What follows belongs to an exercise in optimizing a design on an open flow for small area and a short achievable clock period; a production flow would make more cautious choices. At most, simulation tests tie the RTL to the original design; equivalence was not proved.

run 1:
## alu_unit
module alu_unit
#(
  parameter int unsigned WIDTH = 32
) (
  input  logic               clk,
  input  logic               rst_n,
  input  logic               in_valid,
  input  logic [WIDTH-1:0]   rs,
  input  logic [WIDTH-1:0]   rt,
  input  logic [alu_pkg::CTRL_W-1:0]  ctrl,
  input  logic [alu_pkg::SHAMT_W-1:0] sa,
  input  logic               div_signed,
  output logic               out_valid,
  output logic [WIDTH-1:0]   rd,
  output logic               overflow,
  output logic [WIDTH-1:0]   quotient,
  output logic [WIDTH-1:0]   remainder
);
export LEC_CHECK = 0
export ABC_AREA = 1
export CAP_MARGIN = 20
export CORE_MARGIN = 2
export CORE_UTILIZATION = 72
export PLACE_DENSITY = 0.8
export SLEW_MARGIN = 20
create_clock -name core_clock -period 100.0 [get_ports {clk}]
standard.sh (not shown) runs the stock make flow with config.mk's settings and CLKGATE_MAP_FILE= SYNTH_SCRIPT=/design/flow/synth_recipe.tcl, a recipe that flattens the netlist after the stock synthesis.
==> flow/flow/run.sh <==
#!/bin/bash
# Standard ORFS layout, with two changes to how it is made:
# - repair_timing is asked to leave setup margin, so the resizer speeds up the
#   design instead of stopping as soon as the 100 ns clock is met;
# - the port buffers that buffer_ports inserts are sky130_fd_sc_hd__buf_1.
# make's full output goes to orfs_flow.log; ORFS keeps each step's log under orfs/logs.
set -euo pipefail
bash standard.sh SETUP_SLACK_MARGIN=44 "BUFFER_PORTS_ARGS=-buffer_cell sky130_fd_sc_hd__buf_1" finish > orfs_flow.log 2>&1
Having completed the whole flow, run 1 delivered a layout that passed the timing, DRC and antenna checks.
## Diff of input files: run 2 against run 1
- changing PLACE_DENSITY from 0.8 to 0.78
- changing CORE_UTILIZATION from 72 to 70
==> flow/flow/run.sh <==
#!/bin/bash
# Standard ORFS layout, with repair_timing asked to leave setup margin so the
# resizer speeds up the design instead of stopping at the 100 ns clock.
set -euo pipefail
bash standard.sh SETUP_SLACK_MARGIN=41 finish > orfs_flow.log 2>&1
==> comparison <==
Reported for run 2 and run 1, number of cells on the critical path turned out identical to the last digit.
Required time at the worst-slack endpoint, run 2 and run 1: larger value in run 2
Run 2: full flow OK, the timing, DRC and antenna checks passed
Delta (run 2 minus run 1): fmax fell by 0.30 MHz, flip-flop and latch count stayed essentially flat, logic depth of the worst register-to-register path fell by 1.
The launching element of the worst setup path comes out rs[31] in one run and rt[12] in the other, namely in run 2 and run 1 respectively.
Compared run 2 against run 1; post-synthesis to final-layout area growth within noise.
Relative to run 1, initial cell density of the core has gone down in run 2.
### run 2 -> run 3
==> flow/flow/run.sh <==
#!/bin/bash
# Standard ORFS layout, with two changes to how it is made:
# - repair_timing is asked to leave setup margin, so the resizer speeds up the
#   design instead of stopping as soon as the 100 ns clock is met;
# - the port buffers that buffer_ports inserts are sky130_fd_sc_hd__buf_1.
# make's full output goes to orfs_flow.log; ORFS keeps each step's log under orfs/logs.
set -euo pipefail
bash standard.sh SETUP_SLACK_MARGIN=43 "BUFFER_PORTS_ARGS=-buffer_cell sky130_fd_sc_hd__buf_1" finish > orfs_flow.log 2>&1
- met1 demand-to-capacity share in global routing ends up lower on run 2.
- From run 2 to run 3 the numbers moved as follows: signal arrival time at the worst endpoint moved down, via count moved up, smallest hold slack level.
- Setup slack of the most critical reg-to-reg path up 0.09 ns in run 3 wrt run 2
- Run 3 vs. run 2: number of primary I/O pins comparable; detailed placer's ending HPWL now smaller.
- In the flow results for run 2 and run 3, the number of clock-tree buffers in the layout is larger on run 2.

* * *

alu_unit, a different RTL version from the one above (not shown whole).
For scale: roughly 120 flip-flops, ~180 I/O pins, about 39,000 um2 of cells after synthesis.
Settings: LEC_CHECK=0, ABC_AREA=1, CAP_MARGIN=20, CORE_MARGIN=2, CORE_UTILIZATION=65, PLACE_DENSITY=0.75, SLEW_MARGIN=20; clock period 100.0 ns.
==> flow/flow/run.sh <==
#!/bin/bash
# Standard ORFS layout, with repair_timing asked to leave setup margin so the
# resizer speeds up the design instead of stopping at the 100 ns clock.
set -euo pipefail
bash standard.sh SETUP_SLACK_MARGIN=30 finish > orfs_flow.log 2>&1
==> next run, changes <==
==> flow/run.sh (new file) <==
#!/bin/bash
# synth_recipe.tcl (not shown) runs the flow's synth.tcl, then flattens the netlist and writes it again
# the make line also repeats each setting of config.mk as NAME=value (left out here)
make -C /OpenROAD-flow-scripts/flow DESIGN_CONFIG=/design/flow/config.mk WORK_HOME=/design/flow/orfs CLKGATE_MAP_FILE= SYNTH_SCRIPT=/design/flow/synth_recipe.tcl finish
removed: flow/flow/run.sh
removed: flow/standard.sh
The new run completed with no timing, DRC or antenna violations; worst hold slack is about the same; design area drops by 2.8%.
No functional check of the RTL was part of any run of this note.

afterwards: timing with drivers on the ports:
No port has a modelled driver above. Below, the same layouts with a new extraction and two added sets of constraints.
Step 1, drivers: a clkbuf_16 drives clk and a buf_2 each remaining input, both assumed.
Step 2 also shifts input and output timing later by t, the mid clock arrival at the registers, as if the neighbouring blocks saw the same clock.
a / b / c = no drivers / after step 1 / after step 2; a / b = the first two.
run | t (ns) | slack for setup (ns) | clock arrival spread, ns
run 1 | 0.506 | 44.486 / 44.510 / 44.004 | 0.019 / 0.019
run 2 | 0.506 | 43.530 / 43.499 / 43.062 | 0.015 / 0.015
run 3 | 0.512 | 44.933 / 44.971 / 44.459 | 0.027 / 0.027
the first run of note 2 | 0.499 | 33.534 / 33.482 / 33.487 | 0.024 / 0.024
the second run of note 2 | 0.502 | 24.251 / 24.284 / 23.782 | 0.024 / 0.025
After both steps every run listed still meets setup and hold. The setup slack of run 1, which loses most, moves by +0.024 ns with the drivers and by -0.482 ns with both steps.
